What follows belongs to an exercise in optimizing a design on an open flow for small area and few clock cycles; a production flow would make more cautious choices.
Only simulation tests tie the RTL to the original design; equivalence was not proved.
Power figures rest on the tool's default switching activity, not on a simulated workload.

== v35 ==
## pot_oversample_ema_hysteresis_top
module pot_oversample_ema_hysteresis_top (
    input  logic                              clk,
    input  logic                              rst_n,
    input  logic                              in_valid,
    output logic                              in_ready,
    input  logic [14:0]                       in_req,
    output logic                              out_valid,
    input  logic                              out_ready,
    output logic [18:0]                       out_req,
    input  logic                              cfg_write,
    input  logic [pot_ema_pkg::CFG_IDX_W-1:0] cfg_index,
    input  logic [pot_ema_pkg::CFG_W-1:0]     cfg_data
);
Settings: LEC_CHECK=0, CAP_MARGIN=5, CORE_MARGIN=2, CORE_UTILIZATION=40, CTS_BUF_LIST=sky130_fd_sc_hd__clkbuf_8, CTS_CLUSTER_DIAMETER=60, CTS_CLUSTER_SIZE=20, GPL_TIMING_DRIVEN=0, SLEW_MARGIN=5; clock period 20.0 ns.
run.sh (not shown) runs the stock make flow with config.mk's settings and CLKGATE_MAP_FILE= SYNTH_SCRIPT=/design/flow/synth_recipe.tcl, a recipe that flattens the netlist after the stock synthesis.
In summary, v35 completed successfully, with a layout that passed the timing, DRC and antenna checks.
Testbench counts of v35, summed over its fixed seeds: cycles 33,140.
--- input diff v35..v9 ---
Settings: CTS_CLUSTER_DIAMETER: 60 -> unset; SLEW_MARGIN: 5 -> 20; CTS_BUF_LIST: sky130_fd_sc_hd__clkbuf_8 -> unset; CAP_MARGIN: 5 -> 20; CTS_CLUSTER_SIZE: 20 -> unset; GPL_TIMING_DRIVEN: 0 -> unset.
Findings:
Detailed-routed wire length on met2 ended up 5.1% higher on v9 than on v35.
Compared with v35, the router placed more vias in v9.
Diff v35 -> v9: worst setup slack shows an increase of 0.13 ns, worst hold slack shows an increase of 0.010 ns, sequential share of layout area shows a reduction of 2.5 points.
The following lists how v27 was set up differently from v9:
Settings: CTS_CLUSTER_SIZE: unset -> 20; CTS_CLUSTER_DIAMETER: unset -> 60; GPL_TIMING_DRIVEN: unset -> 0; CTS_BUF_LIST: unset -> sky130_fd_sc_hd__clkbuf_8.
==> comparison <==
Compared with v9, v27 shows a worst-skew pair later-pin latency that is 0.03 ns higher.
v9 and v27 ended up with roughly the same worst hold slack.
Sort v27 and v9 by maximum fanout along the worst path asc -> top: v27
v27: detailed-route wire length per cell 0.40 µm above v9
On fraction of power consumed by sequential logic, the lower figure sits with v9, not v27.
Cmp v27 and v9 / number of instances in the placed design / lower: v27
In the flow results for v27 and v9, the share of the final layout cell area in sequential cells is larger on v27.
Of v27 and v9, v27 shows the lower number of buffer and inverter instances along the worst setup path, with v9 above it.

pot_oversample_ema_hysteresis_top, a different RTL version from the one above (not shown whole).
Size in the first run: roughly 1500 cells after synthesis, roughly 550 flip-flops, roughly 58 I/O pins, about 20000 µm² of cells after synthesis.
clock: 20.0 ns
lec_check: 0
cap_margin: 5
core_margin: 2
core_utilization: 40
cts_buf_list: sky130_fd_sc_hd__clkbuf_8
cts_cluster_diameter: 40
cts_cluster_size: 20
gpl_timing_driven: 0
slew_margin: 5
Testbench counts at the start, summed over its fixed seeds: cycles 33,204.
==> next run, changes <==
--- a/flow/config.mk
+++ b/flow/config.mk
@@ -8,7 +8,7 @@
 export CAP_MARGIN = 5
 export CORE_MARGIN = 2
-export CORE_UTILIZATION = 40
+export CORE_UTILIZATION = 75
 export CTS_BUF_LIST = sky130_fd_sc_hd__clkbuf_8
-export CTS_CLUSTER_DIAMETER = 40
+export CTS_CLUSTER_DIAMETER = 60
 export CTS_CLUSTER_SIZE = 20
 export GPL_TIMING_DRIVEN = 0
=> Cell count goes down by 16%; worst setup slack loses 0.083 ns; die area goes down by about 46%; global-route usage goes up by 14 points; combinational power hardly moves; sequential power is about the same; register-to-register slack loses 0.20 ns; non-clock buffer count goes down by 8.
==> next run, changes <==
--- a/flow/config.mk
+++ b/flow/config.mk
@@ -8,6 +8,6 @@
 export CAP_MARGIN = 5
 export CORE_MARGIN = 2
-export CORE_UTILIZATION = 75
-export CTS_BUF_LIST = sky130_fd_sc_hd__clkbuf_8
+export CORE_UTILIZATION = 60
+export CTS_BUF_LIST = sky130_fd_sc_hd__clkbuf_4 sky130_fd_sc_hd__clkbuf_8
 export CTS_CLUSTER_DIAMETER = 60
 export CTS_CLUSTER_SIZE = 20
=> The new run completed with no timing, DRC or antenna violations. Fmax is higher by 0.41%. Worst hold slack loses 0.016 ns. First-iteration DRC count went down by about 40%. Power goes down by 0.85%.

what the ideal ports hide:
The flow's constraints put no driver on any port. The routed layouts listed below were extracted and timed again, unchanged, in two steps.
Step 1 sets driving cells, clkbuf_16 on the clock port and buf_2 on the other inputs (assumed; they add their load-dependent delay and slew).
Step 2 moves the port delays by t, midway between the first and last clock arrival at a register: inputs arrive t later, outputs are due t later. That takes back most of the time a late clock gives input paths.
a / b / c = ideal / step 1 / step 2; a / b = the first two.
| run | t, ns | setup WS [ns] | hold WS [ns] | worst setup path at the end |
|---|---|---|---|---|
| v35 | 0.661 | 0.411 / 0.435 / -0.226 | 0.305 / 0.305 / 0.305 | input to register |
| v9 | 0.651 | 0.541 / 0.571 / -0.080 | 0.315 / 0.315 / 0.315 | input to register |
| v27 | 0.663 | 0.454 / 0.472 / -0.191 | 0.315 / 0.315 / 0.315 | input to register |
| the first run of note 2 | 0.692 | 0.531 / 0.558 / -0.134 | 0.304 / 0.304 / 0.304 | input to register |
| the second run of note 2 | 0.625 | 0.448 / 0.472 / -0.154 | 0.320 / 0.320 / 0.320 | input to register |
| the third run of note 2 | 0.647 | 0.528 / 0.548 / -0.099 | 0.305 / 0.305 / 0.305 | input to register |
Met with ideal ports but missed after step 2: setup timing in every run listed. The setup slack of the first run of note 2, which loses most, moves by +0.027 ns with the drivers and by -0.665 ns with both steps.
